From an optimization exercise on the open Yosys and OpenROAD flow, aimed at small area, a short achievable clock period and few clock cycles per item; shortcuts taken in it are not production practice.
Where RTL was checked, it was by simulation tests only, not by an equivalence proof against the original.
No functional check of the RTL was part of run 1.

==> config.mk <==
export PLATFORM = sky130hd
export DESIGN_NAME = adc_scan_scale_smooth
export DESIGN_NICKNAME = adc_scan_scale_smooth
export VERILOG_FILES = /design/flow/design.v
export SDC_FILE = /design/flow/constraint.sdc
export NUM_CORES = 4
export LEC_CHECK = 0
export CAP_MARGIN = 20
export CORE_MARGIN = 2
export CORE_UTILIZATION = 40
export CTS_BUF_LIST = sky130_fd_sc_hd__clkbuf_8
export CTS_CLUSTER_SIZE = 20
export SLEW_MARGIN = 20
==> constraint.sdc <==
create_clock -name core_clock -period 9.5 [get_ports {clock}]
set_input_delay 1.9000 -clock core_clock [delete_from_list [all_inputs] [get_ports {clock}]]
set_output_delay 1.9000 -clock core_clock [all_outputs]
set_load 0.01 [all_outputs]
==> design.v <==
`timescale 1ns / 1ps
package adcsss_pkg;
   localparam logic [1:0] CH_TEMP = 2'd0;
   localparam logic [1:0] CH_VOLT = 2'd1;
   localparam logic [1:0] CH_CURR = 2'd2;
   localparam logic [7:0] MUX_TEMP = 8'h42;
   localparam logic [7:0] MUX_VOLT = 8'h03;
   localparam logic [7:0] MUX_CURR = 8'h04;
   localparam logic [13:0]        MV_PER_LSB_Q16 = 14'd10000;
   localparam logic [31:0]        TEMP_ROUND     = 32'h0000_0800;
   localparam logic signed [32:0] KELVIN_Q16     = 33'sd17901158;
   localparam logic signed [51:0] GAIN_ROUND     = 52'sd128;
   localparam logic signed [51:0] SMOOTH_ROUND   = 52'sd32768;
   localparam logic [16:0]        ALPHA_ONE      = 17'd65536;
   localparam logic [15:0]        VOLTAGE_GAIN_RST   = 16'd768;
   localparam logic [15:0]        CURRENT_GAIN_RST   = 16'd128;
   localparam logic signed [23:0] VOLTAGE_BIAS_RST   = 24'sd0;
   localparam logic signed [23:0] CURRENT_BIAS_RST   = 24'sd0;
   localparam logic [16:0]        TEMP_ALPHA_RST     = 17'd13107;
   localparam logic [16:0]        VOLTAGE_ALPHA_RST  = 17'd13107;
   localparam logic [16:0]        CURRENT_ALPHA_RST  = 17'd655;
   localparam logic [31:0]        TEMP_CAL_RST       = 32'd0;
   typedef enum logic [2:0] {
      REG_VOLTAGE_GAIN  = 3'd0,
      REG_CURRENT_GAIN  = 3'd1,
      REG_VOLTAGE_BIAS  = 3'd2,
      REG_CURRENT_BIAS  = 3'd3,
      REG_TEMP_ALPHA    = 3'd4,
      REG_VOLTAGE_ALPHA = 3'd5,
      REG_CURRENT_ALPHA = 3'd6,
      REG_TEMP_CAL      = 3'd7
   } reg_index_type;
   typedef struct packed {
      logic [15:0]        voltage_gain;
      logic [15:0]        current_gain;
      logic signed [23:0] voltage_bias;
      logic signed [23:0] current_bias;
      logic [16:0]        temp_alpha;
      logic [16:0]        voltage_alpha;
      logic [16:0]        current_alpha;
      logic [31:0]        temp_calibration;
   } cfg_type;
   typedef enum logic [2:0] {
      ST_IDLE,
      ST_SCALE,
      ST_VALUE,
      ST_SMOOTH,
      ST_UPDATE
   } state_type;
   typedef struct packed {
      logic load;
      logic scale;
      logic value;
      logic smooth;
      logic commit;
   } cmd_type;
endpackage
`timescale 1ns / 1ps
module adcsss_csr (
   input  logic                clock,
   input  logic                reset,
   input  logic                csr_we,
   input  logic [2:0]          csr_index,
   input  logic [31:0]         csr_wdata,
   output adcsss_pkg::cfg_type cfg
);
   adcsss_pkg::cfg_type cfg_ff;
   logic [16:0]         alpha_w;
   assign alpha_w = csr_wdata[16] ? adcsss_pkg::ALPHA_ONE : csr_wdata[16:0];
   always_ff @(posedge clock) begin
      if (reset) begin
         cfg_ff.voltage_gain     <= adcsss_pkg::VOLTAGE_GAIN_RST;
         cfg_ff.current_gain     <= adcsss_pkg::CURRENT_GAIN_RST;
         cfg_ff.voltage_bias     <= adcsss_pkg::VOLTAGE_BIAS_RST;
         cfg_ff.current_bias     <= adcsss_pkg::CURRENT_BIAS_RST;
         cfg_ff.temp_alpha       <= adcsss_pkg::TEMP_ALPHA_RST;
         cfg_ff.voltage_alpha    <= adcsss_pkg::VOLTAGE_ALPHA_RST;
         cfg_ff.current_alpha    <= adcsss_pkg::CURRENT_ALPHA_RST;
         cfg_ff.temp_calibration <= adcsss_pkg::TEMP_CAL_RST;
      end else if (csr_we) begin
         case (csr_index)
            adcsss_pkg::REG_VOLTAGE_GAIN:  cfg_ff.voltage_gain     <= csr_wdata[15:0];
            adcsss_pkg::REG_CURRENT_GAIN:  cfg_ff.current_gain     <= csr_wdata[15:0];
            adcsss_pkg::REG_VOLTAGE_BIAS:  cfg_ff.voltage_bias     <= csr_wdata[23:0];
            adcsss_pkg::REG_CURRENT_BIAS:  cfg_ff.current_bias     <= csr_wdata[23:0];
            adcsss_pkg::REG_TEMP_ALPHA:    cfg_ff.temp_alpha       <= alpha_w;
            adcsss_pkg::REG_VOLTAGE_ALPHA: cfg_ff.voltage_alpha    <= alpha_w;
            adcsss_pkg::REG_CURRENT_ALPHA: cfg_ff.current_alpha    <= alpha_w;
            default:                       cfg_ff.temp_calibration <= csr_wdata;
         endcase
      end
   end
   assign cfg = cfg_ff;
endmodule
`timescale 1ns / 1ps
module adcsss_ctrl (
   input  logic               clock,
   input  logic               reset,
   input  logic               res_valid,    
   input  logic [1:0]         res_channel,
   input  logic signed [31:0] res_value,
   output logic               go,           
   output logic               rsp_valid,
   input  logic               rsp_ready,
   output logic [1:0]         rsp_channel,
   output logic signed [31:0] rsp_smoothed_value,
   output logic [7:0]         rsp_next_mux
);
   logic               out_v_ff;
   logic [1:0]         out_ch_ff;
   logic signed [31:0] out_val_ff;
   assign go = !out_v_ff || rsp_ready;
   always_ff @(posedge clock) begin
      if (reset) begin
         out_v_ff <= 1'b0;
      end else if (go) begin
         out_v_ff <= res_valid;
      end
   end
   always_ff @(posedge clock) begin
      if (go) begin
         out_ch_ff  <= res_channel;
         out_val_ff <= res_value;
      end
   end
   assign rsp_valid          = out_v_ff;
   assign rsp_channel        = out_ch_ff;
   assign rsp_smoothed_value = out_val_ff;
   always_comb begin
      unique case (out_ch_ff)
         adcsss_pkg::CH_TEMP: rsp_next_mux = adcsss_pkg::MUX_VOLT;
         adcsss_pkg::CH_VOLT: rsp_next_mux = adcsss_pkg::MUX_CURR;
         default:             rsp_next_mux = adcsss_pkg::MUX_TEMP;
      endcase
   end
endmodule
`timescale 1ns / 1ps
module adcsss_csa_tree #(
   parameter int N = 3,
   parameter int W = 8
) (
   input  logic [N*W-1:0] rows,
   output logic [W-1:0]   sum,
   output logic [W-1:0]   carry
);
   function automatic integer count_at(input integer level);
      integer n, i;
      begin
         n = N;
         for (i = 0; i < level; i = i + 1) n = 2 * (n / 3) + n % 3;
         count_at = n;
      end
   endfunction
   function automatic integer depth(input integer dummy);
      integer n, i, l;
      begin
         n = N;
         l = 0;
         for (i = 0; i < 64; i = i + 1) begin
            if (n > 2) begin
               n = 2 * (n / 3) + n % 3;
               l = l + 1;
            end
         end
         depth = l;
      end
   endfunction
   localparam integer L = depth(0);
   for (genvar l = 0; l <= L; l++) begin : lv
      localparam integer NL = count_at(l);
      logic [NL*W-1:0] v;
      if (l == 0) begin : g_in
         assign v = rows;
      end else begin : g_red
         localparam integer NP = count_at(l - 1);
         for (genvar g = 0; g < NP / 3; g++) begin : g_fa
            logic [W-1:0] a, b, c;
            assign a = lv[l-1].v[(3*g)*W +: W];
            assign b = lv[l-1].v[(3*g+1)*W +: W];
            assign c = lv[l-1].v[(3*g+2)*W +: W];
            assign v[(2*g)*W +: W]   = a ^ b ^ c;
            assign v[(2*g+1)*W +: W] = {((a[W-2:0] & b[W-2:0]) | (a[W-2:0] & c[W-2:0])
                                        | (b[W-2:0] & c[W-2:0])), 1'b0};
         end
         for (genvar r = 0; r < NP % 3; r++) begin : g_pass
            assign v[(2*(NP/3)+r)*W +: W] = lv[l-1].v[(3*(NP/3)+r)*W +: W];
         end
      end
   end
   if (N == 1) begin : g_one
      assign sum   = lv[L].v[W-1:0];
      assign carry = '0;
   end else begin : g_two
      assign sum   = lv[L].v[W-1:0];
      assign carry = lv[L].v[2*W-1:W];
   end
endmodule
module adcsss_booth_enc #(
   parameter int D = 9
) (
   input  logic [2*D-1:0] y,       
   output logic [D-1:0]   one,
   output logic [D-1:0]   two,
   output logic [D-1:0]   neg
);
   logic [2*D:0] yy;
   assign yy = {y, 1'b0};
   for (genvar i = 0; i < D; i++) begin : g_d
      logic lo, mid, hi;
      assign lo     = yy[2*i];
      assign mid    = yy[2*i+1];
      assign hi     = yy[2*i+2];
      assign one[i] = mid ^ lo;
      assign two[i] = (hi & !mid & !lo) | (!hi & mid & lo);
      assign neg[i] = hi;
   end
endmodule
module adcsss_booth_rows #(
   parameter int WX = 29,
   parameter int D  = 9,
   parameter int W  = 45
) (
   input  logic signed [WX-1:0] x,
   input  logic [D-1:0]         one,
   input  logic [D-1:0]         two,
   input  logic [D-1:0]         neg,
   input  logic [W-1:0]         extra,
   output logic [D*W-1:0]       rows
);
   logic [WX:0]   xe;       
   logic [WX+1:0] x2;       
   assign xe = {x[WX-1], x};
   assign x2 = {xe, 1'b0};
   for (genvar i = 0; i < D; i++) begin : g_r
      logic [WX:0]  mag, r;
      logic [W-1:0] row;
      assign mag = ({(WX+1){one[i]}} & xe) | ({(WX+1){two[i]}} & x2[WX:0]);
      assign r   = mag ^ {(WX+1){neg[i]}};
      for (genvar j = 0; j < W; j++) begin : g_b
         if (j < 2*i) begin : g_lo
            if (i > 0 && j == 2*i - 2) begin : g_neg
               assign row[j] = neg[i-1];
            end else if (i == D - 1) begin : g_extra
               assign row[j] = extra[j];
            end else begin : g_zero
               assign row[j] = 1'b0;
            end
         end else if (j < 2*i + WX) begin : g_pp
            assign row[j] = r[j-2*i];
         end else if (i == 0) begin : g_first
            if (j == WX)          assign row[j] = r[WX];
            else if (j == WX + 1) assign row[j] = r[WX];
            else if (j == WX + 2) assign row[j] = !r[WX];
            else                  assign row[j] = 1'b0;
         end else begin : g_rest
            if (j == 2*i + WX)          assign row[j] = !r[WX];
            else if (j == 2*i + WX + 1) assign row[j] = 1'b1;
            else if (i == D - 1)        assign row[j] = 1'b1;
            else                        assign row[j] = 1'b0;
         end
      end
      assign rows[i*W +: W] = row;
   end
endmodule
module adcsss_dp (
   input  logic                clock,
   input  logic                reset,
   input  logic                go,
   input  logic                req_valid,
   output logic                req_ready,
   input  adcsss_pkg::cfg_type cfg,
   input  logic [13:0]         req_sample,
   output logic                res_valid,
   output logic [1:0]          res_channel,
   output logic signed [31:0]  res_value
);
   localparam int W1 = 45;    
   localparam int W2 = 48;    
   logic [1:0]         ptr_ff;
   logic               isk_v_ff;
   logic [1:0]         isk_ch_ff;
   logic [13:0]        isk_s_ff;
   logic               accept;
   logic               v0;
   logic [1:0]         ch0;
   logic [13:0]        s0;
   logic               v1_ff, v2_ff, v3_ff, v4_ff, v5_ff, v6_ff;
   logic [1:0]         ch1_ff, ch2_ff, ch3_ff, ch4_ff, ch5_ff, ch6_ff;
   logic [28:0]        xs_ff, xc_ff;
   logic signed [28:0] x_ff;
   logic [8:0]         g_one_ff, g_two_ff, g_neg_ff;
   logic [W1-1:0]      ps_ff, pc_ff;
   logic signed [31:0] val_ff;
   logic signed [32:0] diff_ff;
   logic [8:0]         a_one_ff, a_two_ff, a_neg_ff;
   logic [W2-1:0]      qs_ff, qc_ff;
   logic signed [31:0] avg0_ff, avg1_ff, avg2_ff;
   assign req_ready = !isk_v_ff;
   assign accept    = req_valid && !isk_v_ff;
   assign v0  = isk_v_ff || accept;
   assign ch0 = isk_v_ff ? isk_ch_ff : ptr_ff;
   assign s0  = isk_v_ff ? isk_s_ff : req_sample;
   logic signed [23:0] bias0;
   logic [28:0]        s29;
   logic [5*29-1:0]    vrows;
   logic [28:0]        vs, vc;
   logic [28:0]        xs_in, xc_in;
   assign bias0 = (ch0 == adcsss_pkg::CH_VOLT) ? cfg.voltage_bias : cfg.current_bias;
   assign s29   = {15'd0, s0};
   assign vrows = {s29 << 9, s29 << 7, s29, ~(s29 << 4), {bias0[23], bias0, 4'd0}};
   adcsss_csa_tree #(.N(5), .W(29)) u_tree0 (
      .rows  (vrows),
      .sum   (vs),
      .carry (vc)
   );
   assign xs_in = (ch0 == adcsss_pkg::CH_TEMP) ? {13'd0, cfg.temp_calibration[31:16]} : vs;
   assign xc_in = (ch0 == adcsss_pkg::CH_TEMP) ? ~{17'd0, s0[13:2]} : vc;
   logic [15:0]        opb;
   logic [8:0]         g_one, g_two, g_neg;
   always_comb begin
      unique case (ch1_ff)
         adcsss_pkg::CH_TEMP: opb = cfg.temp_calibration[15:0];
         adcsss_pkg::CH_VOLT: opb = cfg.voltage_gain;
         default:             opb = cfg.current_gain;
      endcase
   end
   adcsss_booth_enc #(.D(9)) u_genc (
      .y   ({2'b00, opb}),
      .one (g_one),
      .two (g_two),
      .neg (g_neg)
   );
   logic [9*W1-1:0]  rows1;
   logic [W1-1:0]    ps_in, pc_in;
   adcsss_booth_rows #(.WX(29), .D(9), .W(W1)) u_rows1 (
      .x     (x_ff),
      .one   (g_one_ff),
      .two   (g_two_ff),
      .neg   (g_neg_ff),
      .extra ((ch2_ff == adcsss_pkg::CH_TEMP) ? 45'd2048 : 45'd8),
      .rows  (rows1)
   );
   adcsss_csa_tree #(.N(9), .W(W1)) u_tree1 (
      .rows  (rows1),
      .sum   (ps_in),
      .carry (pc_in)
   );
   logic [W1-1:0]      p;
   logic [15:0]        kk;
   logic               tsat;
   logic signed [31:0] tval;
   logic signed [31:0] gval;
   logic signed [31:0] value;
   assign p    = ps_ff + pc_ff;
   logic [12:0] lo12;
   logic [15:0] ks, kc;
   adcsss_csa_tree #(.N(3), .W(16)) u_tree_k (
      .rows  ({16'd65262, pc_ff[27:12], ps_ff[27:12]}),
      .sum   (ks),
      .carry (kc)
   );
   assign lo12 = {1'b0, ps_ff[11:0]} + {1'b0, pc_ff[11:0]};
   assign kk   = ks + kc + {15'd0, lo12[12]};
   assign tsat = kk[15] && (kk <= 16'd65261);
   assign tval = tsat ? 32'sh7fff_ffff : {kk, 16'd55706};
   assign gval = (p[44:35] == {10{p[35]}}) ? p[35:4]
               : (p[44] ? 32'sh8000_0000 : 32'sh7fff_ffff);
   assign value = (ch3_ff == adcsss_pkg::CH_TEMP) ? tval : gval;
   logic signed [31:0] avg4;
   logic [16:0]        alpha;
   logic [8:0]         a_one, a_two, a_neg;
   always_comb begin
      unique case (ch4_ff)
         adcsss_pkg::CH_TEMP: avg4 = avg0_ff;
         adcsss_pkg::CH_VOLT: avg4 = avg1_ff;
         default:             avg4 = avg2_ff;
      endcase
   end
   always_comb begin
      unique case (ch4_ff)
         adcsss_pkg::CH_TEMP: alpha = cfg.temp_alpha;
         adcsss_pkg::CH_VOLT: alpha = cfg.voltage_alpha;
         default:             alpha = cfg.current_alpha;
      endcase
   end
   adcsss_booth_enc #(.D(9)) u_aenc (
      .y   ({1'b0, alpha}),
      .one (a_one),
      .two (a_two),
      .neg (a_neg)
   );
   logic signed [31:0] avg5;
   logic [9*W2-1:0]    rows2;
   logic [10*W2-1:0]   rows2a;
   logic [W2-1:0]      qs_in, qc_in;
   always_comb begin
      unique case (ch5_ff)
         adcsss_pkg::CH_TEMP: avg5 = avg0_ff;
         adcsss_pkg::CH_VOLT: avg5 = avg1_ff;
         default:             avg5 = avg2_ff;
      endcase
   end
   adcsss_booth_rows #(.WX(33), .D(9), .W(W2)) u_rows2 (
      .x     (diff_ff),
      .one   (a_one_ff),
      .two   (a_two_ff),
      .neg   (a_neg_ff),
      .extra (48'd32768),
      .rows  (rows2)
   );
   assign rows2a = {avg5, 16'd0, rows2};
   adcsss_csa_tree #(.N(10), .W(W2)) u_tree2 (
      .rows  (rows2a),
      .sum   (qs_in),
      .carry (qc_in)
   );
   logic [W2-1:0] acc;
   assign acc         = qs_ff + qc_ff;
   assign res_valid   = v6_ff;
   assign res_channel = ch6_ff;
   assign res_value   = acc[47:16];
   always_ff @(posedge clock) begin
      if (reset) begin
         ptr_ff    <= adcsss_pkg::CH_TEMP;
         isk_v_ff  <= 1'b0;
      end else begin
         if (accept) ptr_ff <= (ptr_ff == adcsss_pkg::CH_CURR) ? adcsss_pkg::CH_TEMP : ptr_ff + 2'd1;
         if (go) isk_v_ff <= 1'b0;
         else if (accept) isk_v_ff <= 1'b1;
      end
   end
   always_ff @(posedge clock) begin
      if (!isk_v_ff) begin
         isk_ch_ff <= ptr_ff;
         isk_s_ff  <= req_sample;
      end
   end
   always_ff @(posedge clock) begin
      if (reset) begin
         v1_ff     <= 1'b0;
         v2_ff     <= 1'b0;
         v3_ff     <= 1'b0;
         v4_ff     <= 1'b0;
         v5_ff     <= 1'b0;
         v6_ff     <= 1'b0;
         avg0_ff   <= '0;
         avg1_ff   <= '0;
         avg2_ff   <= '0;
      end else if (go) begin
         v1_ff <= v0;
         v2_ff <= v1_ff;
         v3_ff <= v2_ff;
         v4_ff <= v3_ff;
         v5_ff <= v4_ff;
         v6_ff <= v5_ff;
         if (v6_ff && ch6_ff == adcsss_pkg::CH_TEMP) avg0_ff <= res_value;
         if (v6_ff && ch6_ff == adcsss_pkg::CH_VOLT) avg1_ff <= res_value;
         if (v6_ff && ch6_ff == adcsss_pkg::CH_CURR) avg2_ff <= res_value;
      end
   end
   always_ff @(posedge clock) begin
      if (go) begin
         ch1_ff   <= ch0;
         ch2_ff   <= ch1_ff;
         ch3_ff   <= ch2_ff;
         ch4_ff   <= ch3_ff;
         ch5_ff   <= ch4_ff;
         ch6_ff   <= ch5_ff;
         xs_ff    <= xs_in;
         xc_ff    <= xc_in;
         x_ff     <= xs_ff + xc_ff + 29'd1;
         g_one_ff <= g_one;
         g_two_ff <= g_two;
         g_neg_ff <= g_neg;
         ps_ff    <= ps_in;
         pc_ff    <= pc_in;
         val_ff   <= value;
         diff_ff  <= $signed({val_ff[31], val_ff}) - $signed({avg4[31], avg4});
         a_one_ff <= a_one;
         a_two_ff <= a_two;
         a_neg_ff <= a_neg;
         qs_ff    <= qs_in;
         qc_ff    <= qc_in;
      end
   end
endmodule
`timescale 1ns / 1ps
module adc_scan_scale_smooth (
   input  logic                clock,
   input  logic                reset,
   input  logic                req_valid,
   output logic                req_ready,
   input  logic [13:0]         req_sample,
   output logic                rsp_valid,
   input  logic                rsp_ready,
   output logic [1:0]          rsp_channel,
   output logic signed [31:0]  rsp_smoothed_value,
   output logic [7:0]          rsp_next_mux,
   input  logic                csr_we,
   input  logic [2:0]          csr_index,
   input  logic [31:0]         csr_wdata
);
   adcsss_pkg::cfg_type cfg;
   logic                go;
   logic                res_valid;
   logic [1:0]          res_channel;
   logic signed [31:0]  res_value;
   adcsss_csr u_csr (
      .clock     (clock),
      .reset     (reset),
      .csr_we    (csr_we),
      .csr_index (csr_index),
      .csr_wdata (csr_wdata),
      .cfg       (cfg)
   );
   adcsss_dp u_dp (
      .clock       (clock),
      .reset       (reset),
      .go          (go),
      .req_valid   (req_valid),
      .req_ready   (req_ready),
      .cfg         (cfg),
      .req_sample  (req_sample),
      .res_valid   (res_valid),
      .res_channel (res_channel),
      .res_value   (res_value)
   );
   adcsss_ctrl u_ctrl (
      .clock              (clock),
      .reset              (reset),
      .res_valid          (res_valid),
      .res_channel        (res_channel),
      .res_value          (res_value),
      .go                 (go),
      .rsp_valid          (rsp_valid),
      .rsp_ready          (rsp_ready),
      .rsp_channel        (rsp_channel),
      .rsp_smoothed_value (rsp_smoothed_value),
      .rsp_next_mux       (rsp_next_mux)
   );
endmodule
==> flow/run.sh <==
#!/bin/bash
# The standard layout, with three changes to how it is made:
#  - Yosys synth without its early "abc -fast" pass (-noabc), so that
#    extract_fa finds the carry-save adders without inverted polarities;
#  - port buffers of a plain buffer cell instead of the default delay cell;
#  - timing repair aimed 5.5 ns below the clock period.
# The clock period, SDC and everything else are the standard flow's. Each tool's output is
# in orfs/logs/ (ORFS) and in standard.log.
set -euo pipefail
bash standard.sh SYNTH_ARGS=-noabc SETUP_SLACK_MARGIN=5.75 \
  "BUFFER_PORTS_ARGS=-buffer_cell sky130_fd_sc_hd__buf_2" finish > standard.log 2>&1
==> standard.sh <==
#!/bin/bash
# synth_recipe.tcl (not shown) runs the flow's synth.tcl, then flattens the netlist and writes it again
# the make line also repeats each setting of config.mk as NAME=value (left out here)
make -C /OpenROAD-flow-scripts/flow DESIGN_CONFIG=/design/flow/config.mk WORK_HOME=/design/flow/orfs CLKGATE_MAP_FILE= SYNTH_SCRIPT=/design/flow/synth_recipe.tcl "${@:-finish}"
==> results of run 1 <==
-- per-stage QoR --
step | hold slack, ps | instances | worst slack, ps | util (%)
final | 453 | 7434 | 5090 | 47.2
after global routing | 471 | 7433 | 4890 | 47.2
after CTS | 455 | 7355 | 5050 | 46.1
after detailed placement | 447 | 6937 | 4660 | 41.7
after global placement | 439 | 6937 | 4690 | 41.7
after floorplan | 424 | 5428 | 5240 | -
-- what timing repair did --
item	4_1_cts	5_1_grt
setup endpoints to repair	194	235
cloned	16	3
buffers inserted	175	70
gates resized for setup	361	167
pin swaps	302	183
-- worst paths after layout --
check                           end
hold / removal    u_csr.cfg_ff[135]
setup reg to reg    u_dp.val_ff[17]
setup / recovery    u_dp.val_ff[17]
hold reg to reg   u_csr.cfg_ff[135]
-- layout make-up --
cell class / count / area (µm²)
clock buffer: 135 / 1860
antenna: 6 / 15.0
clock inverter: 92 / 703
timing repair buffer: 429 / 4260
tap: 1794 / 2240
fill: 12400 / 72500
multi-input combinational: 4060 / 36800
inverter: 218 / 833
sequential: 700 / 18200
-- worst max-delay path, stage by stage (launching register included) --
cell                        delay, ps
sky130_fd_sc_hd__edfxtp_1         380
sky130_fd_sc_hd__ha_2             210
sky130_fd_sc_hd__fa_2             360
sky130_fd_sc_hd__a211oi_2         230
sky130_fd_sc_hd__o211a_1          220
sky130_fd_sc_hd__nor2_1            60
sky130_fd_sc_hd__ha_2             190
sky130_fd_sc_hd__a21o_1           160
sky130_fd_sc_hd__a21oi_2          160
sky130_fd_sc_hd__o21ai_2           90
sky130_fd_sc_hd__a211o_1          260
sky130_fd_sc_hd__a21oi_2          130
sky130_fd_sc_hd__xor2_1           100
sky130_fd_sc_hd__or4_4            540
sky130_fd_sc_hd__a2111oi_4        400
sky130_fd_sc_hd__a21oi_4          120
sky130_fd_sc_hd__a311oi_4         270
sky130_fd_sc_hd__buf_12           180
sky130_fd_sc_hd__o221ai_2          90
-- cells in the final DEF, fill, tap and decap left out, types with 120 or more instances in the layout --
cell type                  netlist  routed
sky130_fd_sc_hd__a21oi_1       390     370
sky130_fd_sc_hd__a22oi_1       492     387
sky130_fd_sc_hd__buf_4           5     217
sky130_fd_sc_hd__clkbuf_8        0     138
sky130_fd_sc_hd__dfxtp_1       285     285
sky130_fd_sc_hd__edfxtp_1      415     415
sky130_fd_sc_hd__fa_1          497     377
sky130_fd_sc_hd__fa_2            0     120
sky130_fd_sc_hd__ha_1          291     267
sky130_fd_sc_hd__inv_1         217     232
sky130_fd_sc_hd__nand2_1       642     641
sky130_fd_sc_hd__nor2_1        206     202
sky130_fd_sc_hd__o21ai_0       150     125
sky130_fd_sc_hd__xnor2_1       582     536
-- cells in the mapped netlist (8+ instances only) --
cell type	number	area (µm²)
sky130_fd_sc_hd__dfxtp_1	285	5710
sky130_fd_sc_hd__nand3_1	31	155
sky130_fd_sc_hd__o21ai_1	19	95.1
sky130_fd_sc_hd__and3_1	17	106
sky130_fd_sc_hd__fa_1	497	9950
sky130_fd_sc_hd__inv_1	217	815
sky130_fd_sc_hd__a211oi_1	23	173
sky130_fd_sc_hd__xnor2_1	582	5100
sky130_fd_sc_hd__nand3b_1	8	60.1
sky130_fd_sc_hd__nand4_1	20	125
sky130_fd_sc_hd__a22o_1	28	245
sky130_fd_sc_hd__a21o_1	63	473
sky130_fd_sc_hd__o21a_1	20	150
sky130_fd_sc_hd__a211o_1	21	184
sky130_fd_sc_hd__nor3_1	26	130
sky130_fd_sc_hd__buf_1	58	218
sky130_fd_sc_hd__o31a_1	8	70.1
sky130_fd_sc_hd__buf_2	9	45.0
sky130_fd_sc_hd__o21bai_1	19	143
sky130_fd_sc_hd__ha_1	291	3640
sky130_fd_sc_hd__nand2b_1	45	282
sky130_fd_sc_hd__o21ai_0	150	751
sky130_fd_sc_hd__nor2_1	206	773
sky130_fd_sc_hd__nor2b_1	33	206
sky130_fd_sc_hd__a31oi_1	11	68.8
sky130_fd_sc_hd__or3_1	12	75.1
sky130_fd_sc_hd__nand2_1	642	2410
sky130_fd_sc_hd__a21oi_1	390	1950
sky130_fd_sc_hd__xor2_1	67	587
sky130_fd_sc_hd__o31ai_1	17	128
sky130_fd_sc_hd__clkbuf_1	380	1430
sky130_fd_sc_hd__mux2_2	33	372
sky130_fd_sc_hd__o211ai_1	21	158
sky130_fd_sc_hd__mux2i_1	120	1200
sky130_fd_sc_hd__edfxtp_1	415	12500
sky130_fd_sc_hd__and2_1	46	288
sky130_fd_sc_hd__a22oi_1	492	3690
-- flip-flops by register name, summed over array words and instances, names as in the netlist, 32 cells and up --
| register | cells |
|---|---|
| u_dp.avg1_ff | 32 |
| u_dp.avg0_ff | 32 |
| u_ctrl.out_val_ff | 32 |
| u_dp.pc_ff | 41 |
| u_dp.diff_ff | 33 |
| u_dp.qc_ff | 42 |
| u_dp.avg2_ff | 32 |
| u_dp.ps_ff | 41 |
| u_dp.qs_ff | 43 |
| u_csr.cfg_ff | 163 |
| u_dp.val_ff | 32 |
-- routing by layer --
| layer | track usage, % | vias to the layer above | part of all wire (%) |
|---|---|---|---|
| met3 | 4.59 | 429 | 8.0 |
| li1 | - | 19100 | - |
| met2 | 36.7 | 1794 | 47 |
| met5 | 0.0686 | - | 0.015 |
| met4 | 8.51 | 4 | 3.8 |
| met1 | 29.4 | 21200 | 41 |
-- kinds of logic (layout without fill, tap and decap cells) --
family                   count (synthesis)  count (layout)  synth area share (%)
multiplexers                           154             154                  2.87
AO/OA/AOI/OAI                         1338            1339                  16.0
other                                    1              10               0.00678
flip-flops                             700             700                  32.8
AND/OR/NAND/NOR                       1125            1126                  8.88
adder cells (fa/ha/maj)                788             788                  24.6
buffers and inverters                  670             874                  4.60
XOR/XNOR                               649             649                  10.3
==> run summary, run 1 <==
* Run status: complete, no violations
* Pins Over Slew Limit at 0
* Reg2reg start: u_dp.ps_ff[4]
* Relative slew slack at 21.2%
* Post-synthesis instance area at 0.0553 mm²
* Share of flip-flops with an asynchronous set or reset at 0%
* Cells after synthesis at 5,425
* Setup TNS at 0 ps
* Setup repair after global routing missed its margin: true
* Die Y-Extent at 376 µm
* Post-synth top flop: sky130_fd_sc_hd__edfxtp_1
* Router iterations before antenna repair at 9
* Final cycle utilization of the critical path at 46.5%
* Die boundary width at 376 µm
* Ys Warns at 3
* Routed vias at 42,500
* IO Count at 98
* Type of destination of the critical path: register
* Number of synthesized flops with an enable pin at 415
* Clock transition at the registers of the reported paths at 60 ps
* Hpwl dp at 106,000 µm
* Maximum number of pins on one net before global-route repair at 186
* Least-Margin Pin Slew at 1180 ps
* Sinks on Clock Net at 700
* Type of the setup path with the least slack: reg2reg
* Maximum level of the CTS H-tree at 3
* Layout area overhead at 17.2%
* Number of antenna violations at the first check in global routing at 4
* Setup crit start kind: register
* Routed wirelength normalized by instance count at 21.9 µm
* Fin area at 0.0648 mm²
* Final weighted congestion in routability-driven placement at 0.888
* R2r setup slk at 5090 ps
* CTS tree: built
* Hold Buf Count CTS at 0
* Vias in the first global route at 42,700
* Average footprint of a synthesized cell at 10.2 µm²
* Ratio of cells with drive above 1 in the final layout at 19.2%
* Worst Clk Skew at 57.8 ps
* Worst Reg2Reg Path Length in Cells at 18
* WP data required at 10,090 ps
* Clock period minus final worst setup slack at 4410 ps
* Type of the tightest min-delay check: reg2reg
* Register bit total from synthesis at 700
* Remaining DRCs at 0
* Final hold vios at 0
* Via-per-instance ratio at 5.71
* Clock tree root driver cell: sky130_fd_sc_hd__clkbuf_8
* Biggest fanout along the worst timing path at 8
* Endpoints failing setup at 0
* Count of input and output buffers at 93
* Highest attainable clock frequency at 227 MHz
* Net count of the finished layout at 6,371
* Initial Utilization at 40.3%
* Critical path arrival at 5000 ps
* Share of synthesized area occupied by flip-flops and latches at 32.8%
* Core region area at 0.137 mm²
* TritonCTS Buffers at 120
* GRT Residual Overflow at 0
* Worst Hold Path Cells at 2
* Global-route usage over all layers at 22.5%
* Remaining number of nets flagged by the antenna check after routing at 0
* Number of unique standard cell types used by synthesis at 81
* HP Start: u_csr.cfg_ff[135]
* Max-cap violations at 0
* Launching element of the worst setup path: u_dp.ps_ff[4]
* Clk Latency, worst-skew pair at 870 ps
* Area of the die at 0.141 mm²
* Wire length of the first global-routing pass at 251,000 µm
* Total wire length after detailed routing at 163,000 µm
* Standard-cell row count at 136
* Detailed router's first-iteration violation count at 3,295
* CTS Buffer Depth at 3
* Cell area after placement at 0.0572 mm²
==> run 2, diff against run 1 <==
--- a/design.v
+++ b/design.v
@@ -278,2 +278,3 @@
    localparam int W2 = 48;    
+   localparam [32:0] T274 = 33'd0 - (33'd274 << 16);
    logic [1:0]         ptr_ff;
@@ -293,2 +294,3 @@
    logic signed [31:0] val_ff;
+   logic               tadj_ff;      
    logic signed [32:0] diff_ff;
@@ -354,12 +356,4 @@
    assign p    = ps_ff + pc_ff;
-   logic [12:0] lo12;
-   logic [15:0] ks, kc;
-   adcsss_csa_tree #(.N(3), .W(16)) u_tree_k (
-      .rows  ({16'd65262, pc_ff[27:12], ps_ff[27:12]}),
-      .sum   (ks),
-      .carry (kc)
-   );
-   assign lo12 = {1'b0, ps_ff[11:0]} + {1'b0, pc_ff[11:0]};
-   assign kk   = ks + kc + {15'd0, lo12[12]};
-   assign tsat = kk[15] && (kk <= 16'd65261);
+   assign kk   = p[27:12];
+   assign tsat = (kk >= 16'd33042);
    assign tval = tsat ? 32'sh7fff_ffff : {kk, 16'd55706};
@@ -385,2 +379,10 @@
    end
+   logic [32:0] d3s, d3c;
+   logic [32:0] diff_in;
+   adcsss_csa_tree #(.N(3), .W(33)) u_tree_d (
+      .rows  ({tadj_ff ? T274 : 33'd0, ~{avg4[31], avg4}, {val_ff[31] && !tadj_ff, val_ff}}),
+      .sum   (d3s),
+      .carry (d3c)
+   );
+   assign diff_in = d3s + d3c + 33'd1;
    adcsss_booth_enc #(.D(9)) u_aenc (
@@ -477,3 +479,4 @@
          val_ff   <= value;
-         diff_ff  <= $signed({val_ff[31], val_ff}) - $signed({avg4[31], avg4});
+         tadj_ff  <= (ch3_ff == adcsss_pkg::CH_TEMP) && !tsat;
+         diff_ff  <= diff_in;
          a_one_ff <= a_one;
==> run summary, run 2 <==
* Run status: complete, no violations (unchanged)
* Remaining number of nets flagged by the antenna check after routing at 0 (unchanged)
* Biggest fanout along the worst timing path at 5 (was 8)
* Final weighted congestion in routability-driven placement at 0.852 (was 0.888)
* Pins Over Slew Limit at 0 (unchanged)
* Reg2reg start: u_dp.a_one_ff[5] (was u_dp.ps_ff[4])
* CTS tree: built (unchanged)
* Post-synth top flop: sky130_fd_sc_hd__edfxtp_1 (unchanged)
* Max-cap violations at 0 (unchanged)
* Cells after synthesis at 5,308 (was 5,425)
* Fillcell total at 12,200 (was 12,400)
* Hold Buf Count CTS at 0 (unchanged)
* WHS at 453 ps (about the same)
* Final hold vios at 0 (unchanged)
* Clk Latency, worst-skew pair at 860 ps (was 870 ps)
* Routed vias at 42,200 (was 42,500)
* Net count of the finished layout at 6,292 (was 6,371)
* Number of synthesized flops with an enable pin at 416 (was 415)
* Endpoints failing setup at 0 (unchanged)
* Sinks on Clock Net at 701 (was 700)
* Most frequent cells in the layout: 616 x sky130_fd_sc_hd__nand2_1, 512 x sky130_fd_sc_hd__xnor2_1, 416 x sky130_fd_sc_hd__edfxtp_1, 394 x sky130_fd_sc_hd__fa_1, 343 x sky130_fd_sc_hd__a21oi_1 (was 641 x sky130_fd_sc_hd__nand2_1, 536 x sky130_fd_sc_hd__xnor2_1, 415 x sky130_fd_sc_hd__edfxtp_1, 387 x sky130_fd_sc_hd__a22oi_1, 377 x sky130_fd_sc_hd__fa_1)
* Routed wirelength normalized by instance count at 22.3 µm (was 21.9 µm)
* Clock period minus final worst setup slack at 4000 ps (was 4410 ps)
* Share of synthesized area occupied by flip-flops and latches at 33.1% (was 32.8%)
* IO Count at 98 (unchanged)
* Remaining DRCs at 0 (unchanged)
* Count of input and output buffers at 93 (unchanged)
* Max reg flops at 163 (unchanged)
* WP data required at 10,100 ps (was 10,090 ps)
* Register bit total from synthesis at 701 (was 700)
* HP Start: u_csr.cfg_ff[117] (was u_csr.cfg_ff[135])
* Die boundary width at 375 µm (was 376 µm)
* Combined area of the multi-input logic cells at 0.0369 mm² (was 0.0368 mm²)
* Vias in the first global route at 42,100 (was 42,700)
* Type of the tightest min-delay check: reg2reg (unchanged)
* Worst Reg2Reg Path Length in Cells at 10 (was 18)
* Relative slew slack at 24.1% (was 21.2%)
* Ratio of cells with drive above 1 in the final layout at 21.3% (was 19.2%)
* Area of the die at 0.140 mm² (was 0.141 mm²)
* Router iterations before antenna repair at 7 (was 9)
* Leading post-synthesis cells by instance count: 621 x sky130_fd_sc_hd__nand2_1, 567 x sky130_fd_sc_hd__xnor2_1, 506 x sky130_fd_sc_hd__fa_1 (was 642 x sky130_fd_sc_hd__nand2_1, 582 x sky130_fd_sc_hd__xnor2_1, 497 x sky130_fd_sc_hd__fa_1)
* Critical path arrival at 4610 ps (was 5000 ps)
* Worst slack at placement at 4640 ps (was 4660 ps)
* Global-route usage over all layers at 22.8% (was 22.5%)
* Type of destination of the critical path: register (unchanged)
* Top post-synthesis cells by area: sky130_fd_sc_hd__edfxtp_1 23%, sky130_fd_sc_hd__fa_1 18%, sky130_fd_sc_hd__dfxtp_1 10%, sky130_fd_sc_hd__xnor2_1 9.0%, sky130_fd_sc_hd__a22oi_1 6.6% (was sky130_fd_sc_hd__edfxtp_1 23%, sky130_fd_sc_hd__fa_1 18%, sky130_fd_sc_hd__dfxtp_1 10%, sky130_fd_sc_hd__xnor2_1 9.2%, sky130_fd_sc_hd__a22oi_1 6.7%)
* Worst Clk Skew at 55.0 ps (was 57.8 ps)
* Worst-case setup margin in the final layout at 5500 ps (was 5090 ps)
* Final cycle utilization of the critical path at 42.2% (was 46.5%)
* RR Endpoint: u_dp.qs_ff[26] (was u_dp.val_ff[17])
* Die Y-Extent at 375 µm (was 376 µm)
* Type of the setup path with the least slack: reg2reg (unchanged)
* Total wire length after detailed routing at 164,000 µm (was 163,000 µm)
* Clock transition at the registers of the reported paths at 60 ps (about the same)
* Setup repair after global routing missed its margin: true (unchanged)
* Standard-cell row count at 136 (unchanged)
* Worst Hold Path Cells at 2 (unchanged)
* Highest attainable clock frequency at 250 MHz (was 227 MHz)
* Share of flip-flops with an asynchronous set or reset at 0% (unchanged)
* Setup TNS at 0 ps (unchanged)
* Core region area at 0.137 mm² (about the same)
* Number of antenna violations at the first check in global routing at 3 (was 4)
* Wire length of the first global-routing pass at 250,000 µm (was 251,000 µm)
* Hold endpoint: u_csr.cfg_ff[117] (was u_csr.cfg_ff[135])
* Hpwl dp at 103,000 µm (was 106,000 µm)
* Detailed router's first-iteration violation count at 3,982 (was 3,295)
* Ys Warns at 3 (unchanged)
* Layout area overhead at 19.6% (was 17.2%)
* Synth top area share at 22.7% (was 22.5%)
* Area of all sequential standard cells at 0.0182 mm² (about the same)
* Setup crit start kind: register (unchanged)
* CTS Buffer Depth at 3 (unchanged)
* Maximum level of the CTS H-tree at 4 (was 3)
* Maximum number of pins on one net before global-route repair at 189 (was 186)
* Least-Margin Pin Slew at 1140 ps (was 1180 ps)
* Top reg by flops: u_csr.cfg_ff (unchanged)
* Number of unique standard cell types used by synthesis at 86 (was 81)
* Clock tree root driver cell: sky130_fd_sc_hd__clkbuf_8 (unchanged)
* GRT Residual Overflow at 0 (unchanged)
* Library cell occupying the most area in the post-synthesis netlist: sky130_fd_sc_hd__edfxtp_1 (unchanged)
* TritonCTS Buffers at 130 (was 120)
* R2r setup slk at 5500 ps (was 5090 ps)
* Initial Utilization at 40.1% (was 40.3%)
* Average footprint of a synthesized cell at 10.4 µm² (was 10.2 µm²)
* Most common library cell in the layout ignoring fill and taps: sky130_fd_sc_hd__nand2_1 (unchanged)
* Most instantiated library cell after synthesis: sky130_fd_sc_hd__nand2_1 (unchanged)
* Post-synthesis instance area at 0.0550 mm² (was 0.0553 mm²)
* Registers with the most flip-flops: u_csr.cfg_ff (163), u_dp.qs_ff (43), u_dp.qc_ff (42) (unchanged)
* Via-per-instance ratio at 5.74 (was 5.71)
-- run 2: cells by family (layout without fill, tap and decap cells) --
family          count (synthesis)  after routing  synth area share, %
simple gates                 1063           1064                 8.51
buf+inv                       646            888                 4.48
compound gates               1321           1322                 16.0
mux                           153            153                 2.87
xor+xnor                      636            636                 10.1
fa+ha+maj                     787            787                 24.8
other cells                     1              9              0.00682
flops                         701            701                 33.1
-- run 2: worst max-delay path by stage --
stage          slack, ps              from  depth (start not counted)                to
2_1_floorplan       5340     req_sample[5]                          6     u_dp.xs_ff[9]
3_3_place_gp        4660    u_dp.ch4_ff[0]                         18  u_dp.diff_ff[30]
3_5_place_dp        4640    u_dp.ch4_ff[0]                         18  u_dp.diff_ff[30]
4_1_cts             5530  u_dp.a_one_ff[1]                          9    u_dp.qs_ff[28]
5_1_grt             5340    u_dp.ch4_ff[0]                         18  u_dp.diff_ff[30]
6_report            5500  u_dp.a_one_ff[5]                         10    u_dp.qs_ff[26]
-- run 2: metal layers --
layer | up-vias | global-route usage, % | wire length (µm)
met5 | - | 0 | 53
met4 | 4 | 9.05 | 6440
met3 | 456 | 5.16 | 12600
met2 | 1864 | 36.9 | 76700
met1 | 21100 | 29.6 | 67900
li1 | 18800 | - | -
-- run 2: repair_timing --
action	4_1_cts	5_1_grt
gates resized for setup	374	262
endpoints found under the setup margin	184	202
gates cloned	24	4
pin swaps	304	261
buffers inserted	177	84
-- run 2: critical path: stages, from the launching register on --
cell and delay [ps]:
sky130_fd_sc_hd__edfxtp_1 420, sky130_fd_sc_hd__buf_12 180, sky130_fd_sc_hd__buf_8 130, sky130_fd_sc_hd__buf_16 130, sky130_fd_sc_hd__a22oi_2 210, sky130_fd_sc_hd__xnor2_2 170
sky130_fd_sc_hd__fa_2 490, sky130_fd_sc_hd__fa_2 590, sky130_fd_sc_hd__fa_2 440, sky130_fd_sc_hd__fa_2 560, sky130_fd_sc_hd__fa_2 440
-- run 2: final cells by class --
| type | instances | share of cell area (%) |
|---|---|---|
| Tap cell | 1794 | 3.41 |
| Antenna cell | 5 | 0.0190 |
| Sequential cell | 701 | 27.7 |
| Clock inverter | 83 | 0.852 |
| Timing Repair Buffer | 458 | 7.60 |
| Inverter | 194 | 1.16 |
| Multi-Input combinational cell | 3966 | 56.1 |
| Clock buffer | 153 | 3.20 |
-- run 2: stage by stage --
stage	util, %	cell area, µm²	instances
floorplan	-	55700	5311
global placement	41.5	56900	6821
detailed placement	41.5	56900	6821
CTS	46.3	63500	7258
global route	48.0	65800	7354
finish	48.0	65800	7354
Testbench counts of run 2, summed over its fixed seeds: cycles 4,856, samples 4,800.
==> run 3, diff against run 2 <==
--- a/flow/run.sh
+++ b/flow/run.sh
@@ -9,3 +9,3 @@
 set -euo pipefail
-bash standard.sh SYNTH_ARGS=-noabc SETUP_SLACK_MARGIN=5.75 \
+bash standard.sh SYNTH_ARGS=-noabc SETUP_SLACK_MARGIN=5.25 \
   "BUFFER_PORTS_ARGS=-buffer_cell sky130_fd_sc_hd__buf_2" finish > standard.log 2>&1
==> run summary, run 3 <==
* Run status: complete, no violations (unchanged)
* Post-synthesis instance area at 0.0550 mm² (unchanged)
* Hold Buf Count CTS at 0 (unchanged)
* Synth top area share at 22.7% (unchanged)
* CTS tree: built (unchanged)
* Fillcell total at 12,800 (was 12,200)
* Relative slew slack at 26.6% (was 24.1%)
* Worst Hold Path Cells at 2 (unchanged)
* GRT Residual Overflow at 0 (unchanged)
* Most used routing layer: met2 (unchanged)
* Remaining DRCs at 0 (unchanged)
* Post-synth top flop: sky130_fd_sc_hd__edfxtp_1 (unchanged)
* Register bit total from synthesis at 701 (unchanged)
* Routed vias at 40,500 (was 42,200)
* Total wire length after detailed routing at 151,000 µm (was 164,000 µm)
* Ys Warns at 3 (unchanged)
* Max-cap violations at 0 (unchanged)
* Most common library cell in the layout ignoring fill and taps: sky130_fd_sc_hd__nand2_1 (unchanged)
* CTS Buffer Depth at 3 (unchanged)
* Least-Margin Pin Slew at 1100 ps (was 1140 ps)
* Core region area at 0.137 mm² (unchanged)
* Die Y-Extent at 375 µm (unchanged)
* Top post-synthesis cells by area: sky130_fd_sc_hd__edfxtp_1 23%, sky130_fd_sc_hd__fa_1 18%, sky130_fd_sc_hd__dfxtp_1 10%, sky130_fd_sc_hd__xnor2_1 9.0%, sky130_fd_sc_hd__a22oi_1 6.6% (unchanged)
* Clock period minus final worst setup slack at 4210 ps (was 4000 ps)
* WP data required at 10,080 ps (was 10,100 ps)
* Router iterations before antenna repair at 6 (was 7)
* Sinks on Clock Net at 701 (unchanged)
* Type of destination of the critical path: register (unchanged)
* IO Count at 98 (unchanged)
* Routed wirelength normalized by instance count at 21.0 µm (was 22.3 µm)
* Met3 Resource Use GR at 4.70% (was 5.16%)
* Number of unique standard cell types used by synthesis at 86 (unchanged)
* Standard-cell row count at 136 (unchanged)
* Global-route usage over all layers at 21.2% (was 22.8%)
* Registers with the most flip-flops: u_csr.cfg_ff (163), u_dp.qs_ff (43), u_dp.qc_ff (42) (unchanged)
* Launching element of the worst setup path: u_dp.diff_ff[10] (was u_dp.a_one_ff[5])
* TritonCTS Buffers at 131 (was 130)
* Final weighted congestion in routability-driven placement at 0.880 (was 0.852)
* Max reg flops at 163 (unchanged)
* Biggest fanout along the worst timing path at 18 (was 5)
* Average footprint of a synthesized cell at 10.4 µm² (unchanged)
* Library cell occupying the most area in the post-synthesis netlist: sky130_fd_sc_hd__edfxtp_1 (unchanged)
* Final cycle utilization of the critical path at 44.3% (was 42.2%)
* Setup TNS at 0 ps (unchanged)
* Most frequent cells in the layout: 620 x sky130_fd_sc_hd__nand2_1, 565 x sky130_fd_sc_hd__xnor2_1, 504 x sky130_fd_sc_hd__fa_1, 485 x sky130_fd_sc_hd__a22oi_1, 416 x sky130_fd_sc_hd__edfxtp_1 (was 616 x sky130_fd_sc_hd__nand2_1, 512 x sky130_fd_sc_hd__xnor2_1, 416 x sky130_fd_sc_hd__edfxtp_1, 394 x sky130_fd_sc_hd__fa_1, 343 x sky130_fd_sc_hd__a21oi_1)
* Clock tree root driver cell: sky130_fd_sc_hd__clkbuf_8 (unchanged)
* Number of synthesized flops with an enable pin at 416 (unchanged)
* Setup repair after global routing missed its margin: true (unchanged)
* Met1 Usage GRT at 28.3% (was 29.6%)
* Most instantiated library cell after synthesis: sky130_fd_sc_hd__nand2_1 (unchanged)
* Clock transition at the registers of the reported paths at 60 ps (about the same)
* Ratio of cells with drive above 1 in the final layout at 10.6% (was 21.3%)
* Setup crit start kind: register (unchanged)
* Net count of the finished layout at 6,114 (was 6,292)
* Type of the setup path with the least slack: reg2reg (unchanged)
* Count of input and output buffers at 93 (unchanged)
* HP Start: u_csr.cfg_ff[94] (was u_csr.cfg_ff[117])
* Maximum number of pins on one net before global-route repair at 192 (was 189)
* Area of the die at 0.140 mm² (unchanged)
* Number of antenna violations at the first check in global routing at 2 (was 3)
* Hpwl dp at 102,000 µm (was 103,000 µm)
* Critical path arrival at 4790 ps (was 4610 ps)
* Share of synthesized area occupied by flip-flops and latches at 33.1% (unchanged)
* Vias in the first global route at 41,000 (was 42,100)
* Share of flip-flops with an asynchronous set or reset at 0% (unchanged)
* Cells after synthesis at 5,308 (unchanged)
* Maximum level of the CTS H-tree at 4 (unchanged)
* Type of the tightest min-delay check: reg2reg (unchanged)
* Clk Latency, worst-skew pair at 870 ps (was 860 ps)
* Initial Utilization at 40.1% (unchanged)
* Remaining number of nets flagged by the antenna check after routing at 0 (unchanged)
* Highest attainable clock frequency at 238 MHz (was 250 MHz)
* Die boundary width at 375 µm (unchanged)
* Top reg by flops: u_csr.cfg_ff (unchanged)
* Final hold vios at 0 (unchanged)
* Worst Clk Skew at 43.6 ps (was 55.0 ps)
* Via-per-instance ratio at 5.65 (was 5.74)
* Leading post-synthesis cells by instance count: 621 x sky130_fd_sc_hd__nand2_1, 567 x sky130_fd_sc_hd__xnor2_1, 506 x sky130_fd_sc_hd__fa_1 (unchanged)
* GR Util met2 at 34.0% (was 36.9%)
* Worst Reg2Reg Path Length in Cells at 7 (was 10)
* Pins Over Slew Limit at 0 (unchanged)
* Reg2reg start: u_dp.diff_ff[10] (was u_dp.a_one_ff[5])
* Wire length of the first global-routing pass at 236,000 µm (was 250,000 µm)
* Final Core Density at 44.5% (was 48.0%)
* Detailed router's first-iteration violation count at 3,491 (was 3,982)
* Endpoints failing setup at 0 (unchanged)
* Layout area overhead at 10.8% (was 19.6%)
[run 3: cell counts after synthesis]
No cell type changed its count.
[run 3: timing repair]
item / 4_1_cts / 5_1_grt
setup buffers: 5 / 98
setup endpoints to repair: 54 / 91
gates resized for setup: 24 / 33
cloned: 3 / 2
pin swaps: 1 / 17
[run 3: cells by family (layout without fill, tap and decap cells)]
| group | Yosys count | in the layout | share of synthesized area (%) |
|---|---|---|---|
| and+or+nand+nor | 1063 | 1064 | 8.51 |
| AOI/OAI and AO/OA | 1321 | 1321 | 16.0 |
| xor gates and xnor gates | 636 | 636 | 10.1 |
| buffers and inverters | 646 | 708 | 4.48 |
| muxes | 153 | 153 | 2.87 |
| DFF | 701 | 701 | 33.1 |
| other | 1 | 9 | 0.00682 |
| adders and majority gates | 787 | 787 | 24.8 |
[run 3: critical path: stages (launching register included)]
cell and delay [ps]:
sky130_fd_sc_hd__edfxtp_1 870, sky130_fd_sc_hd__a22oi_1 230, sky130_fd_sc_hd__xnor2_1 270, sky130_fd_sc_hd__fa_1 490
sky130_fd_sc_hd__fa_1 500, sky130_fd_sc_hd__fa_1 580, sky130_fd_sc_hd__fa_1 490, sky130_fd_sc_hd__fa_1 510
[run 3: routing by layer]
layer	routed length (µm)	share of wire (%)
met1	65100	43
met2	70100	46
met3	11500	7.6
met4	4230	2.8
met5	0	0
[run 3: cell type report]
type,count,area (µm²),area share [%]
antenna,5,12.5,0.0205
clock buffer,146,2010,3.30
clock inverter,88,674,1.11
inverter,194,758,1.25
multi-input combinational,3965,34600,56.8
sequential,701,18200,29.9
tap,1794,2240,3.69
timing repair buffer,280,2430,3.98
[run 3: path summary, 6_finish.rpt]
path / slack (ps) / endpoint
max: 5290 / u_dp.qs_ff[18]
max reg2reg: 5290 / u_dp.qs_ff[18]
min: 450 / u_csr.cfg_ff[94]
min reg2reg: 450 / u_csr.cfg_ff[94]
[run 3: stage by stage]
stage | instances | setup slack, ps | hold WS [ps] | area, µm²
2_1_floorplan | 5311 | 5260 | 424 | 55000
3_3_place_gp | 6824 | 4620 | 441 | 56600
3_5_place_dp | 6825 | 4550 | 444 | 56600
4_1_cts | 7067 | 5210 | 452 | 59600
5_1_grt | 7172 | 5160 | 469 | 60900
6_report | 7173 | 5290 | 452 | 60900
==> run 4, diff against run 3 <==
--- a/flow/run.sh
+++ b/flow/run.sh
@@ -9,3 +9,3 @@
 set -euo pipefail
-bash standard.sh SYNTH_ARGS=-noabc SETUP_SLACK_MARGIN=5.25 \
+bash standard.sh SYNTH_ARGS=-noabc SETUP_SLACK_MARGIN=5.4 \
   "BUFFER_PORTS_ARGS=-buffer_cell sky130_fd_sc_hd__buf_2" finish > standard.log 2>&1
==> run summary, run 4 <==
* Die boundary width at 375 µm (unchanged)
* Final cycle utilization of the critical path at 42.8% (was 44.3%)
* Total wire length after detailed routing at 151,000 µm (about the same)
* Type of the tightest min-delay check: reg2reg (unchanged)
* WHS at 452 ps (about the same)
* Post-synthesis instance area at 0.0550 mm² (unchanged)
* Routed wirelength normalized by instance count at 20.9 µm (was 21.0 µm)
* Library cell occupying the most area in the post-synthesis netlist: sky130_fd_sc_hd__edfxtp_1 (unchanged)
* Maximum number of pins on one net before global-route repair at 108 (was 192)
* R2r setup slk at 5430 ps (was 5290 ps)
* Most common library cell in the layout ignoring fill and taps: sky130_fd_sc_hd__nand2_1 (unchanged)
* CTS Buffer Depth at 3 (unchanged)
* Delay of the slowest cell on the worst path at 450 ps (was 870 ps)
* Router iterations before antenna repair at 6 (unchanged)
* Detailed router's first-iteration violation count at 3,043 (was 3,491)
* Die Y-Extent at 375 µm (unchanged)
* Biggest fanout along the worst timing path at 25 (was 18)
* Remaining number of nets flagged by the antenna check after routing at 0 (unchanged)
* Register bit total from synthesis at 701 (unchanged)
* Number of synthesized flops with an enable pin at 416 (unchanged)
* Net count of the finished layout at 6,142 (was 6,114)
* Endpoints failing setup at 0 (unchanged)
* Share of flip-flops with an asynchronous set or reset at 0% (unchanged)
* Number of antenna violations at the first check in global routing at 3 (was 2)
* Synth top area share at 22.7% (unchanged)
* Cells along the critical path: buf_4, buf_12, nor2_1, a21oi_1, ha_1, fa_2, a21o_1, a21oi_2, o21bai_1, a211o_1, a31oi_4, o2111ai_2, a311o_1, a31oi_4, o21ai_1, a21oi_1, xnor2_1 (was a22oi_1, xnor2_1, fa_1, fa_1, fa_1, fa_1, fa_1)
* Max reg flops at 163 (unchanged)
* Setup repair after global routing missed its margin: true (unchanged)
* Clock tree root driver cell: sky130_fd_sc_hd__clkbuf_8 (unchanged)
* Worst Reg2Reg Path Length in Cells at 17 (was 7)
* Final hold vios at 0 (unchanged)
* Via-per-instance ratio at 5.60 (was 5.65)
* Worst Clk Skew at 37.9 ps (was 43.6 ps)
* Routed vias at 40,400 (was 40,500)
* Global-route usage over all layers at 21.4% (was 21.2%)
* Clk Latency, worst-skew pair at 870 ps (about the same)
* Type of destination of the critical path: register (unchanged)
* Leading post-synthesis cells by instance count: 621 x sky130_fd_sc_hd__nand2_1, 567 x sky130_fd_sc_hd__xnor2_1, 506 x sky130_fd_sc_hd__fa_1 (unchanged)
* Count of input and output buffers at 93 (unchanged)
* Final weighted congestion in routability-driven placement at 0.886 (was 0.880)
* Pins Over Slew Limit at 0 (unchanged)
* Share of synthesized area occupied by flip-flops and latches at 33.1% (unchanged)
* Registers with the most flip-flops: u_csr.cfg_ff (163), u_dp.qs_ff (43), u_dp.qc_ff (42) (unchanged)
* Top reg by flops: u_csr.cfg_ff (unchanged)
* Ys Warns at 3 (unchanged)
* Combined area of the multi-input logic cells at 0.0348 mm² (was 0.0346 mm²)
* WP data required at 10,090 ps (was 10,080 ps)
* Relative slew slack at 26.1% (was 26.6%)
* Initial Utilization at 40.1% (unchanged)
* Cells after synthesis at 5,308 (unchanged)
* Max-cap violations at 0 (unchanged)
* Layout area overhead at 11.7% (was 10.8%)
* Standard-cell row count at 136 (unchanged)
* Least-Margin Pin Slew at 1110 ps (was 1100 ps)
* Critical path arrival at 4660 ps (was 4790 ps)
* TritonCTS Buffers at 131 (unchanged)
* Fin area at 0.0614 mm² (was 0.0609 mm²)
* Worst Hold Path Cells at 2 (unchanged)
* Type of the setup path with the least slack: reg2reg (unchanged)
* Sinks on Clock Net at 701 (unchanged)
* Hpwl dp at 103,000 µm (was 102,000 µm)
* GRT Residual Overflow at 0 (unchanged)
* Ratio of cells with drive above 1 in the final layout at 11.8% (was 10.6%)
* Area of all sequential standard cells at 0.0182 mm² (about the same)
* Clock period minus final worst setup slack at 4070 ps (was 4210 ps)
* IO Count at 98 (unchanged)
* Most frequent cells in the layout: 619 x sky130_fd_sc_hd__nand2_1, 565 x sky130_fd_sc_hd__xnor2_1, 503 x sky130_fd_sc_hd__fa_1, 482 x sky130_fd_sc_hd__a22oi_1, 416 x sky130_fd_sc_hd__edfxtp_1 (was 620 x sky130_fd_sc_hd__nand2_1, 565 x sky130_fd_sc_hd__xnor2_1, 504 x sky130_fd_sc_hd__fa_1, 485 x sky130_fd_sc_hd__a22oi_1, 416 x sky130_fd_sc_hd__edfxtp_1)
* Cell area after placement at 0.0567 mm² (was 0.0566 mm²)
* Most instantiated library cell after synthesis: sky130_fd_sc_hd__nand2_1 (unchanged)
* Worst slack at placement at 4520 ps (was 4550 ps)
* Remaining DRCs at 0 (unchanged)
* Maximum level of the CTS H-tree at 4 (unchanged)
* Core region area at 0.137 mm² (unchanged)
* Clock transition at the registers of the reported paths at 60 ps (about the same)
* Highest attainable clock frequency at 246 MHz (was 238 MHz)
* Area of the die at 0.140 mm² (unchanged)
* Wire length of the first global-routing pass at 237,000 µm (was 236,000 µm)
* Post-synth top flop: sky130_fd_sc_hd__edfxtp_1 (unchanged)
* Worst-case setup margin in the final layout at 5430 ps (was 5290 ps)
* Setup TNS at 0 ps (unchanged)
* Run status: complete, no violations (unchanged)
* CTS tree: built (unchanged)
* Top post-synthesis cells by area: sky130_fd_sc_hd__edfxtp_1 23%, sky130_fd_sc_hd__fa_1 18%, sky130_fd_sc_hd__dfxtp_1 10%, sky130_fd_sc_hd__xnor2_1 9.0%, sky130_fd_sc_hd__a22oi_1 6.6% (unchanged)
* Hold Buf Count CTS at 0 (unchanged)
* Critical-path top delay cell: sky130_fd_sc_hd__a311o_1 (was sky130_fd_sc_hd__edfxtp_1)
* Setup crit start kind: register (unchanged)
* Number of unique standard cell types used by synthesis at 86 (unchanged)
* Vias in the first global route at 41,300 (was 41,000)
* Fillcell total at 12,700 (was 12,800)
* Average footprint of a synthesized cell at 10.4 µm² (unchanged)
-- run 4: cell counts after synthesis --
Identical to the previous run, type by type.
-- run 4: stage by stage --
step	std cells	util (%)
after floorplan	5311	-
after global placement	6824	41.4
after detailed placement	6826	41.4
after CTS	7170	44.3
after global routing	7205	44.8
final	7207	44.8
-- run 4: cell families after synthesis --
kind of cell / synth area share, %
adders and majority gates: 24.8
and+or+nand+nor: 8.51
AOI/OAI and AO/OA: 16.0
xor gates and xnor gates: 10.1
muxes: 2.87
other: 0.00682
buffers and inverters: 4.48
DFF: 33.1
-- run 4: path summary, 6_finish.rpt --
check,startpoint,end
worst min register to register,u_csr.cfg_ff[110],u_csr.cfg_ff[110]
worst min-delay path,u_csr.cfg_ff[110],u_csr.cfg_ff[110]
worst max register to register,u_dp.ch4_ff[1],u_dp.diff_ff[32]
worst max-delay path,u_dp.ch4_ff[1],u_dp.diff_ff[32]
-- run 4: layout make-up --
cell class              count  area share, %
well taps                1794           3.66
repair buffers            308           4.37
flip-flops and latches    701           29.6
multi-input cells        3965           56.6
diodes                      4         0.0163
clock buffers             153           3.43
inverters                 194           1.24
clock inverters            88           1.03
-- run 4: worst max-delay path, delay by kind of cell (launching register included) --
kind	cells	cell delay, ps
buffers and inverters	2	340
AOI/OAI and AO/OA	11	2120
DFF	1	400
and+or+nand+nor	1	110
adders and majority gates	2	740
xor gates and xnor gates	1	80
-- run 4: routing by layer --
layer / track usage, % / part of all wire, %
met5: 0 / 0
met1: 28.4 / 44
met4: 8.00 / 3.0
met2: 34.6 / 47
met3: 4.15 / 6.8
-- run 4: timing repair --
item	in CTS	in global routing
gates cloned	4	1
pin swaps	10	32
setup buffers	99	32
gates resized for setup	35	68
endpoints found under the setup margin	95	119
==> run 5, diff against run 4 <==
--- a/flow/run.sh
+++ b/flow/run.sh
@@ -9,3 +9,3 @@
 set -euo pipefail
-bash standard.sh SYNTH_ARGS=-noabc SETUP_SLACK_MARGIN=5.4 \
+bash standard.sh SYNTH_ARGS=-noabc SETUP_SLACK_MARGIN=5.5 \
   "BUFFER_PORTS_ARGS=-buffer_cell sky130_fd_sc_hd__buf_2" finish > standard.log 2>&1
==> run summary, run 5 <==
* RR Endpoint: u_dp.qs_ff[21] (was u_dp.diff_ff[32])
* Run status: complete, no violations (unchanged)
* Reg2reg start: u_dp.a_one_ff[3] (was u_dp.ch4_ff[1])
* Final cycle utilization of the critical path at 42.4% (was 42.8%)
* Router iterations before antenna repair at 6 (unchanged)
* Worst Reg2Reg Path Length in Cells at 9 (was 17)
* Most numerous cell on the critical path: sky130_fd_sc_hd__fa_1
* Remaining number of nets flagged by the antenna check after routing at 0 (unchanged)
* Delay of the slowest cell on the worst path at 610 ps (was 450 ps)
* Launching element of the worst setup path: u_dp.a_one_ff[3] (was u_dp.ch4_ff[1])
* Pins Over Slew Limit at 0 (unchanged)
* Final weighted congestion in routability-driven placement at 0.867 (was 0.886)
* Post-synthesis instance area at 0.0550 mm² (unchanged)
* Number of antenna violations at the first check in global routing at 1 (was 3)
* Clk Latency, worst-skew pair at 870 ps (about the same)
* Registers with the most flip-flops: u_csr.cfg_ff (163), u_dp.qs_ff (43), u_dp.qc_ff (42) (unchanged)
* Average footprint of a synthesized cell at 10.4 µm² (unchanged)
* Routed wirelength normalized by instance count at 21.7 µm (was 20.9 µm)
* Biggest fanout along the worst timing path at 4 (was 25)
* Hold Buf Count CTS at 0 (unchanged)
* Synth top area share at 22.7% (unchanged)
* Most frequent cells in the layout: 619 x sky130_fd_sc_hd__nand2_1, 554 x sky130_fd_sc_hd__xnor2_1, 481 x sky130_fd_sc_hd__fa_1, 450 x sky130_fd_sc_hd__a22oi_1, 416 x sky130_fd_sc_hd__edfxtp_1 (was 619 x sky130_fd_sc_hd__nand2_1, 565 x sky130_fd_sc_hd__xnor2_1, 503 x sky130_fd_sc_hd__fa_1, 482 x sky130_fd_sc_hd__a22oi_1, 416 x sky130_fd_sc_hd__edfxtp_1)
* Worst Hold Path Cells at 2 (unchanged)
* Setup TNS at 0 ps (unchanged)
* Worst slack at placement at 4410 ps (was 4520 ps)
* Setup repair after global routing missed its margin: true (unchanged)
* Hpwl dp at 103,000 µm (about the same)
* Fillcell total at 12,600 (was 12,700)
* Remaining DRCs at 0 (unchanged)
* Critical path buffer and inverter count at 2 (unchanged)
* Post-synth top flop: sky130_fd_sc_hd__edfxtp_1 (unchanged)
* Clock period minus final worst setup slack at 4020 ps (was 4070 ps)
* Endpoints failing setup at 0 (unchanged)
* CTS Buffer Depth at 3 (unchanged)
* Die boundary width at 375 µm (unchanged)
* Critical-path top delay cell: sky130_fd_sc_hd__fa_1 (was sky130_fd_sc_hd__a311o_1)
* WHS at 452 ps (about the same)
* CP top delay family: adder cells (was compound AO/OA/AOI/OAI gates)
* Most common library cell in the layout ignoring fill and taps: sky130_fd_sc_hd__nand2_1 (unchanged)
* Setup crit start kind: register (unchanged)
* Vias in the first global route at 41,800 (was 41,300)
* Share of synthesized area occupied by flip-flops and latches at 33.1% (unchanged)
* Critical path arrival at 4600 ps (was 4660 ps)
* Leading post-synthesis cells by instance count: 621 x sky130_fd_sc_hd__nand2_1, 567 x sky130_fd_sc_hd__xnor2_1, 506 x sky130_fd_sc_hd__fa_1 (unchanged)
* Cells after synthesis at 5,308 (unchanged)
* Routed vias at 41,200 (was 40,400)
* HP Start: u_dp.v5_ff (was u_csr.cfg_ff[110])
* Wire length of the first global-routing pass at 241,000 µm (was 237,000 µm)
* Hold endpoint: u_dp.v5_ff (was u_csr.cfg_ff[110])
-- run 5: routing by layer --
| metal | vias up | track usage (%) | wire [µm] |
|---|---|---|---|
| li1 | 18600 | - | - |
| met1 | 20600 | 28.8 | 66200 |
| met4 | 0 | 7.30 | 5190 |
| met2 | 1741 | 35.3 | 73500 |
| met3 | 350 | 4.46 | 12400 |
| met5 | - | 0 | 0 |
-- run 5: through the flow --
step	util, %	area [µm²]	std cells
after detailed placement	41.4	56700	6823
after floorplan	-	55200	5311
after CTS	44.4	60800	7173
after global placement	41.4	56700	6823
final	45.5	62400	7244
after global routing	45.5	62400	7242
-- run 5: final cells by class --
class | instances | share of cell area, %
Sequential cell | 701 | 29.2
Timing Repair Buffer | 359 | 5.49
Multi-Input combinational cell | 3965 | 56.6
Clock inverter | 95 | 0.929
Inverter | 194 | 1.22
Tap cell | 1794 | 3.60
Antenna cell | 3 | 0.0120
Clock buffer | 133 | 2.93
-- run 5: cells by family (layout without fill, tap and decap cells) --
kind of cell	after synthesis	count (layout)	synth area share [%]
xor gates and xnor gates	636	636	10.1
other	1	7	0.00682
and+or+nand+nor	1063	1064	8.51
adders and majority gates	787	787	24.8
DFF	701	701	33.1
AOI/OAI and AO/OA	1321	1321	16.0
muxes	153	153	2.87
buffers and inverters	646	781	4.48
-- run 5: how the worst max path moves through the flow --
stage	to	slack [ps]	cells after the start
global route	u_dp.qs_ff[31]	5350	9
global placement	u_dp.diff_ff[31]	4420	18
floorplan	u_dp.xs_ff[9]	5340	6
CTS	u_dp.diff_ff[29]	5470	17
detailed placement	u_dp.diff_ff[29]	4410	18
finish	u_dp.qs_ff[21]	5480	9
-- run 5: tightest hold or removal path: stages (launching register included) --
cell	delay, ps
sky130_fd_sc_hd__dfxtp_1	310
sky130_fd_sc_hd__nand2_1	50
sky130_fd_sc_hd__a21oi_1	50
-- run 5: timing repair --
item	CTS	global route
endpoints found under the setup margin	166	114
resized for setup	88	188
cloned	4	10
setup buffers	118	58
pin swaps	16	113

==> port drivers added, routing unchanged <==
How much do the figures lean on ideal ports? The routed layouts below were timed once more, with nothing changed but the port constraints. Step 1 (the two cells are an assumption about what drives the block):
set clk [get_ports {clock}]
set_driving_cell -lib_cell sky130_fd_sc_hd__clkbuf_16 $clk
set_driving_cell -lib_cell sky130_fd_sc_hd__buf_2 [delete_from_list [all_inputs] $clk]
Step 2 adds t to the input delays and takes it off the output delays; t is the mean of the earliest and latest rising clock arrival at the registers after step 1. Input paths then give back, and output paths get back, about the clock's delay inside the block. a / b / c = ideal ports / drivers / drivers and shift; a / b = the first two.
| run | t, ns | setup slack, ns | slew at the worst register clock pin (ns) |
|---|---|---|---|
| run 1 | 0.917 | 5.086 / 5.086 / 5.020 | 0.08 / 0.08 |
| run 2 | 0.909 | 5.495 / 5.495 / 4.930 | 0.08 / 0.08 |
| run 3 | 0.914 | 5.294 / 5.294 / 4.978 | 0.07 / 0.07 |
| run 4 | 0.920 | 5.430 / 5.430 / 4.829 | 0.07 / 0.07 |
| run 5 | 0.899 | 5.476 / 5.476 / 4.900 | 0.09 / 0.09 |
After both steps every run listed still meets setup and hold. For run 4, which loses most, drivers alone change the setup slack by 0.000 ns; drivers and shift together by -0.601 ns.
